This is an optimization exercise on Yosys and OpenROAD, whose aim is small area, a short achievable clock period and few clock cycles, not a production implementation. In this exercise RTL edits were held to simulation tests only and were not proved equivalent to the original.

Setup of lane 1:
==> flow/design.v <==
module micro_ucr_hash_multi #(
    parameter int K   = 3,
    parameter int CUT = 26
) (
    input  logic        clk,
    input  logic        reset_n,
    input  logic        inicio,
    input  logic [95:0] bloque_datos,
    input  logic [31:0] nonce_inicial,
    input  logic [31:0] nonce_limite,
    input  logic [7:0]  target,
    output logic [23:0] bounty,
    output logic [31:0] nonce_ganador,
    output logic        terminado,
    output logic        agotado,
    output logic        ocupado,
    output logic [31:0] intentos
);
    localparam int NC = 1 << K;
    localparam int HB = 32 - K;
    localparam logic [31:0] PCW = (32'd1 << 15) | (32'd1 << 18) | (32'd1 << 21) |
                                  (32'd1 << 24) | (32'd1 << 27) | (32'd1 << 29) |
                                  (32'd1 << 30);
    typedef logic [7:0] byte_t;
    function automatic logic [255:0] sched(input logic [95:0] blk, input logic [31:0] n);
        byte_t w [32];
        for (int j = 0; j < 12; j++) w[j] = blk[95-8*j -: 8];
        for (int j = 0; j < 4; j++) w[12+j] = n[31-8*j -: 8];
        for (int j = 16; j < 32; j++) w[j] = w[j-3] | (w[j-9] ^ w[j-14]);
        for (int j = 0; j < 32; j++) sched[255-8*j -: 8] = w[j];
    endfunction
    function automatic byte_t wof(input logic [255:0] w, input int j);
        wof = w[255-8*j -: 8];
    endfunction
    function automatic byte_t kof(input int j);
        kof = (j <= 16) ? 8'h99 : 8'hA1;
    endfunction
    function automatic byte_t yv(input byte_t c3, input byte_t c2);
        yv = (c3 << 4) ^ c2 ^ (c2 << 4);
    endfunction
    function automatic byte_t addx(input byte_t l, input byte_t y, input byte_t wk);
        byte_t e;
        logic  cy, p;
        e  = y ^ wk;
        cy = 1'b0;
        for (int i = 0; i < 8; i++) begin
            p       = l[i] ^ e[i];
            addx[i] = l[i] ^ (e[i] ^ cy);
            cy      = p ? cy : wk[i];
        end
    endfunction
    function automatic byte_t chw(input byte_t wz, input byte_t wo, input int gi);
        chw = wz;
        for (int b = 0; b < K; b++) if ((gi >> b) & 1) chw[b] = wo[b];
    endfunction
    logic          busy_q, found_q, exh_q;
    logic [95:0]   blk_q;
    logic [HB-1:0] limh_q;
    logic [K-1:0]  liml_q, inil_q;
    logic [7:0]    tgt_q;
    logic [HB-1:0] base1_q;
    logic          first1_q;
    logic [NC-1:0] val1;
    logic          last1;
    always_comb begin
        for (int i = 0; i < NC; i++)
            val1[i] = ((base1_q < limh_q) || (base1_q == limh_q && K'(i) <= liml_q))
                      && (!first1_q || K'(i) >= inil_q);
        last1 = (base1_q >= limh_q);
    end
    logic [255:0] wz1, wo1;
    assign wz1 = sched(blk_q, {base1_q, {K{1'b0}}});
    assign wo1 = sched(blk_q, {base1_q, {K{1'b1}}});
    byte_t cs12, cs13, cs14, cs16;
    always_comb begin
        byte_t cs [17];
        cs[0] = 8'h88 + 8'(wof(wz1, 0) + 8'h99);
        cs[1] = 8'h97 + 8'(wof(wz1, 1) + 8'h99);
        cs[2] = addx(8'(8'hE0 ^ cs[0] ^ (cs[0] << 4)), 8'h00, 8'(wof(wz1, 2) + 8'h99));
        for (int j = 3; j <= 16; j++) begin
            if (j == 15) cs[j] = '0;
            else cs[j] = addx(yv(cs[j-3], cs[j-2]), 8'h00, 8'(wof(wz1, j) + 8'h99));
        end
        cs12 = cs[12]; cs13 = cs[13]; cs14 = cs[14]; cs16 = cs[16];
    end
    byte_t c15 [NC];
    byte_t c17 [NC];
    always_comb begin
        for (int i = 0; i < NC; i++) begin
            c15[i] = addx(yv(cs12, cs13), 8'h00,
                          8'(chw(wof(wz1, 15), wof(wo1, 15), i) + 8'h99));
            c17[i] = addx(cs16, yv(cs14, c15[i]), 8'(wof(wz1, 17) + 8'hA1));
        end
    end
    logic [HB-1:0] base2_q;
    logic [NC-1:0] val2_q;
    logic          last2_q, v2_q;
    byte_t         c16_2;
    byte_t         r2z [18:CUT];      
    logic [K-1:0]  r2o [18:CUT];      
    logic [3:0]    c15_2 [NC];
    byte_t         c17_2 [NC];
    always_ff @(posedge clk) begin
        c16_2  <= cs16;
        for (int j = 18; j <= CUT; j++) begin
            r2z[j] <= PCW[j] ? wof(wz1, j) : 8'(wof(wz1, j) + 8'hA1);
            r2o[j] <= wof(wo1, j);
        end
        for (int i = 0; i < NC; i++) begin
            c15_2[i] <= c15[i][3:0];
            c17_2[i] <= c17[i];
        end
    end
    logic [255:0] wz2, wo2;
    assign wz2 = sched(blk_q, {base2_q, {K{1'b0}}});
    assign wo2 = sched(blk_q, {base2_q, {K{1'b1}}});
    byte_t         r3z [CUT+1:31];
    logic [K-1:0]  r3o [CUT+1:31];
    logic [HB-1:0] base3_q;
    logic [NC-1:0] val3_q;
    logic          last3_q, v3_q;
    always_ff @(posedge clk) begin
        for (int j = CUT + 1; j <= 31; j++) begin
            r3z[j] <= (j == 31) ? 8'(wof(wz2, j) + 8'h9F)
                    : PCW[j] ? wof(wz2, j) : 8'(wof(wz2, j) + 8'hA1);
            r3o[j] <= wof(wo2, j);
        end
    end
    logic [23:0] hch [NC];
    byte_t       a31 [NC];
    genvar gi;
    generate
        for (gi = 0; gi < NC; gi++) begin : ch
            byte_t q1, q2, q3;        
            always_comb begin
                byte_t p1, p2, p3, c, wk;
                p3 = {4'h0, c15_2[gi]}; p2 = c16_2; p1 = c17_2[gi];
                for (int j = 18; j <= CUT; j++) begin
                    if (PCW[j]) wk = 8'(chw(r2z[j], {r2z[j][7:K], r2o[j]}, gi) + 8'hA1);
                    else        wk = r2z[j];
                    c  = addx(p1, yv(p3, p2), wk);
                    p3 = p2; p2 = p1; p1 = c;
                end
                q1 = p1; q2 = p2; q3 = p3;
            end
            logic [7:0] s1, s2;
            logic [3:0] s3;
            always_ff @(posedge clk) begin
                s1 <= q1; s2 <= q2; s3 <= q3[3:0];
            end
            always_comb begin
                byte_t p1, p2, p3, c, wk;
                p1 = s1; p2 = s2; p3 = {4'h0, s3};
                for (int j = CUT + 1; j <= 30; j++) begin
                    if (PCW[j]) wk = 8'(chw(r3z[j], {r3z[j][7:K], r3o[j]}, gi) + 8'hA1);
                    else        wk = r3z[j];
                    c  = addx(p1, yv(p3, p2), wk);
                    p3 = p2; p2 = p1; p1 = c;
                end
                a31[gi] = (p2 << 4) ^ p1;
                hch[gi] = {8'(a31[gi] + 8'h01), p1[3:0] ^ 4'h8, 4'h9,
                           8'((yv(p3, p2) ^ p1) + r3z[31])};
            end
        end
    endgenerate
    logic [7:0]    t1;
    logic          t_ff, t_nz;
    logic [NC-1:0] hit, one;
    assign t1   = tgt_q - 8'd1;
    assign t_ff = (tgt_q == 8'hFF);
    assign t_nz = (tgt_q != 8'h00);
    always_comb begin
        for (int i = 0; i < NC; i++)
            hit[i] = v3_q && val3_q[i] &&
                     (t_ff || (t_nz && ((a31[i] < t1) || (a31[i] == 8'hFF))));
    end
    logic [K-1:0] widx;
    logic [23:0]  whash;
    logic         any_hit;
    always_comb begin
        logic seen;
        seen  = 1'b0;
        widx  = '0;
        whash = '0;
        for (int i = 0; i < NC; i++) begin
            one[i] = hit[i] && !seen;
            seen   = seen || hit[i];
            widx   = widx | ({K{one[i]}} & K'(i));
            whash  = whash | ({24{one[i]}} & hch[i]);
        end
        any_hit = seen;
    end
    logic cargar, ganar, agotar;
    assign cargar = inicio;
    assign ganar  = busy_q && !inicio && any_hit;
    assign agotar = busy_q && !inicio && !any_hit && v3_q && last3_q;
    always_ff @(posedge clk) begin
        if (!reset_n) begin
            busy_q  <= 1'b0;
            found_q <= 1'b0;
            exh_q   <= 1'b0;
        end else if (cargar) begin
            busy_q  <= 1'b1;
            found_q <= 1'b0;
            exh_q   <= 1'b0;
        end else if (ganar) begin
            busy_q  <= 1'b0;
            found_q <= 1'b1;
        end else if (agotar) begin
            busy_q  <= 1'b0;
            exh_q   <= 1'b1;
        end
    end
    always_ff @(posedge clk) begin
        if (cargar) begin
            blk_q    <= bloque_datos;
            limh_q   <= nonce_limite[31:K];
            liml_q   <= nonce_limite[K-1:0];
            inil_q   <= nonce_inicial[K-1:0];
            tgt_q    <= target;
            base1_q  <= nonce_inicial[31:K];
            first1_q <= 1'b1;
        end else if (busy_q) begin
            if (!last1) base1_q <= base1_q + HB'(1);
            first1_q <= 1'b0;
        end
    end
    always_ff @(posedge clk) begin
        if (!reset_n || cargar) begin
            v2_q <= 1'b0;
            v3_q <= 1'b0;
        end else if (busy_q) begin
            v2_q <= 1'b1;
            v3_q <= v2_q;
        end
        base2_q <= base1_q;
        val2_q  <= val1;
        last2_q <= last1;
        base3_q <= base2_q;
        val3_q  <= val2_q;
        last3_q <= last2_q;
    end
    logic [23:0]   bounty_q;
    logic [K-1:0]  idx_q;
    logic [HB-1:0] nwin_q;
    always_ff @(posedge clk) begin
        bounty_q <= ({24{busy_q}} & {whash[23:12], 4'h0, whash[7:0]}) | ({24{!busy_q}} & bounty_q);
        idx_q    <= ({K{busy_q}} & widx) | ({K{!busy_q}} & idx_q);
        nwin_q   <= ({HB{busy_q}} & base3_q & {HB{any_hit}}) | ({HB{!busy_q}} & nwin_q);
    end
    assign bounty        = {bounty_q[23:12], found_q, 2'b00, found_q, bounty_q[7:0]};
    assign nonce_ganador = {nwin_q, idx_q};
    assign ocupado       = busy_q;
    assign terminado     = found_q;
    assign agotado       = exh_q;
    assign intentos      = '0;
endmodule
export LEC_CHECK = 0
export CAP_MARGIN = 30
export CORE_MARGIN = 2
export CORE_UTILIZATION = 55
export SLEW_MARGIN = 30
create_clock -name core_clock -period 30.0 [get_ports {clk}]
standard.sh (not shown) runs the stock make flow with config.mk's settings and CLKGATE_MAP_FILE= SYNTH_SCRIPT=/design/flow/synth_recipe.tcl, a recipe that flattens the netlist after the stock synthesis.
==> flow/flow/run.sh <==
#!/bin/bash
# Layout flow: the standard ORFS layout, unchanged, except that timing
# repair aims for a setup slack margin well above zero so that the resizer
# works on the paths that set the achieved period (the 30 ns clock leaves
# them with positive slack, so a zero margin repairs nothing).
set -euo pipefail
cd "$(dirname "$0")/.."
export SETUP_SLACK_MARGIN=${FLOW_SETUP_MARGIN:-22.4}
bash standard.sh > standard_flow.log 2>&1
Testbench counts of lane 1, summed over its fixed seeds: cycles 5,855.
diff inputs: lane 1 => lane 2
# lane 1
export LEC_CHECK = 0
export CAP_MARGIN = 30
export CORE_MARGIN = 2
export CORE_UTILIZATION = 55
export SLEW_MARGIN = 30
create_clock -name core_clock -period 30.0 [get_ports {clk}]
# lane 2
export LEC_CHECK = 0
export CAP_MARGIN = 30
export CORE_MARGIN = 2
export CORE_UTILIZATION = 62
export PLACE_DENSITY = 0.7
export SLEW_MARGIN = 30
create_clock -name core_clock -period 30.0 [get_ports {clk}]
-- flow/flow/run.sh --
<<< lane 1, line 7
cd "$(dirname "$0")/.."
export SETUP_SLACK_MARGIN=${FLOW_SETUP_MARGIN:-22.4}
bash standard.sh > standard_flow.log 2>&1
>>> lane 2, line 7
cd "$(dirname "$0")/.."
export SETUP_SLACK_MARGIN=${FLOW_SETUP_MARGIN:-22.6}
bash standard.sh > standard_flow.log 2>&1
Results
[compare] base=lane 1 new=lane 2: critical path depth closely matched the old numbers, clock insertion delay at the later pin of the skew report stayed essentially flat, setup slack on the worst flop-to-flop path rose by 0.20 ns, well tap count fell by 144.
Taking lane 1 as the reference, in lane 2 die span in y lost about 6%; summed area of non-filler cells in the final layout neither gained nor lost much.
For lane 1, the highest metal layer with signal wires was met4, unlike lane 2, where it was met5.
Summary of the comparison: worst setup slack is higher in lane 2, relative to lane 1.
Looking at final worst-path cycle share, lane 2 sits 0.59 points below lane 1.
Lane 2 completed every stage of the flow, and the final layout passed the timing, design-rule and antenna checks.
For lane 3, these inputs were changed with respect to lane 2:
# lane 2
export LEC_CHECK = 0
export CAP_MARGIN = 30
export CORE_MARGIN = 2
export CORE_UTILIZATION = 62
export PLACE_DENSITY = 0.7
export SLEW_MARGIN = 30
create_clock -name core_clock -period 30.0 [get_ports {clk}]
# lane 3
export LEC_CHECK = 0
export CAP_MARGIN = 30
export CORE_MARGIN = 2
export CORE_UTILIZATION = 55
export SLEW_MARGIN = 30
create_clock -name core_clock -period 30.0 [get_ports {clk}]
-- flow/flow/run.sh --
<<< lane 2, line 7
cd "$(dirname "$0")/.."
export SETUP_SLACK_MARGIN=${FLOW_SETUP_MARGIN:-22.6}
bash standard.sh > standard_flow.log 2>&1
>>> lane 3, line 7
cd "$(dirname "$0")/.."
export SETUP_SLACK_MARGIN=${FLOW_SETUP_MARGIN:-22.8}
bash standard.sh > standard_flow.log 2>&1
Notes after the runs:
Lane 3 completed end to end with timing, DRC and antenna clean. Taking lane 2 as the reference, in lane 3 fraction of layout instances using a drive strength above 1 now sits higher; die area grew by about 13%. Diff lane 2 -> lane 3: number of diodes added for antenna fixing went down, final cell count +about 2%, met3 usage in global routing lower, total cell area at the placement stage shows an increase of 0.38%. Number of antenna violations at the first check in global routing ended up 2 lower on lane 3 than on lane 2. Lane 2 was smaller in final cell area than lane 3.
### lane 3 -> lane 4
# lane 3
export LEC_CHECK = 0
export CAP_MARGIN = 30
export CORE_MARGIN = 2
export CORE_UTILIZATION = 55
export SLEW_MARGIN = 30
create_clock -name core_clock -period 30.0 [get_ports {clk}]
# lane 4
export LEC_CHECK = 0
export CAP_MARGIN = 30
export CORE_MARGIN = 2
export CORE_UTILIZATION = 62
export PLACE_DENSITY = 0.7
export SLEW_MARGIN = 30
create_clock -name core_clock -period 30.0 [get_ports {clk}]
## What came out
- Looking at worst setup slack after layout, lane 4 sits 0.064 ns lower than lane 3 does.
- Per the comparison of lane 4 with lane 3, global-route usage moved up, area growth from synthesis to layout moved down, sum of routed wire segments on met1 moved down.
- Looking at total detailed-routing wirelength across both flows, lane 4 is the stronger of the two, with lane 3 trailing.
- Lane 4 has worst setup slack for register-to-register paths below what lane 3 had.
Here is what was changed in the inputs of lane 5 compared with lane 4.
# lane 4
export LEC_CHECK = 0
export CAP_MARGIN = 30
export CORE_MARGIN = 2
export CORE_UTILIZATION = 62
export PLACE_DENSITY = 0.7
export SLEW_MARGIN = 30
create_clock -name core_clock -period 30.0 [get_ports {clk}]
# lane 5
export LEC_CHECK = 0
export CAP_MARGIN = 30
export CORE_MARGIN = 2
export CORE_UTILIZATION = 55
export SLEW_MARGIN = 30
create_clock -name core_clock -period 30.0 [get_ports {clk}]
-- flow/flow/run.sh --
<<< lane 4, line 7
cd "$(dirname "$0")/.."
export SETUP_SLACK_MARGIN=${FLOW_SETUP_MARGIN:-22.8}
bash standard.sh > standard_flow.log 2>&1
>>> lane 5, line 7
cd "$(dirname "$0")/.."
export SETUP_SLACK_MARGIN=${FLOW_SETUP_MARGIN:-23.0}
bash standard.sh > standard_flow.log 2>&1
Findings:
On lane 5: average wire per cell in the routed design is about 2.3% higher than what lane 4 gave. Diff lane 5 and lane 4: layout cell share with drive strength beyond 1 higher in lane 5. Cell area | lane 5 vs lane 4 | lane 5 larger. In lane 5 the cell count turned out 192 higher than in lane 4. Lane 5 has more setup slack than lane 4. Lane 4 → lane 5: number of cell rows now sits higher; routed wire length now sits higher.

[what the ideal ports hide]
No port has a modelled driver above. Below, the same layouts with a new extraction and two added sets of constraints. Step 1 sets driving cells, clkbuf_16 on the clock port and buf_2 on the other inputs (assumed; they add their load-dependent delay and slew). Step 2 adds t to the input delays and takes it off the output delays; t is the mean of the earliest and latest rising clock arrival at the registers after step 1. Input paths then give back, and output paths get back, about the clock's delay inside the block. Three values: ideal ports, drivers, drivers and shift; two values: the first two.
| run | shift t [ns] | slack for setup (ns) | worst setup path after step 2 | clock arrival spread, ns |
|---|---|---|---|---|
| lane 1 | 0.740 | 22.445 / 22.362 / 21.848 | input to register | 0.041 / 0.041 |
| lane 2 | 0.737 | 22.621 / 22.540 / 22.189 | input to register | 0.068 / 0.068 |
| lane 3 | 0.724 | 22.735 / 22.652 / 22.222 | input to register | 0.034 / 0.034 |
| lane 4 | 0.734 | 22.671 / 22.592 / 22.290 | input to register | 0.050 / 0.049 |
| lane 5 | 0.750 | 22.713 / 22.631 / 22.430 | input to register | 0.051 / 0.051 |
After both steps every run listed still meets setup and hold. The setup slack of lane 1, which loses most, moves by -0.083 ns with the drivers and by -0.597 ns with both steps.
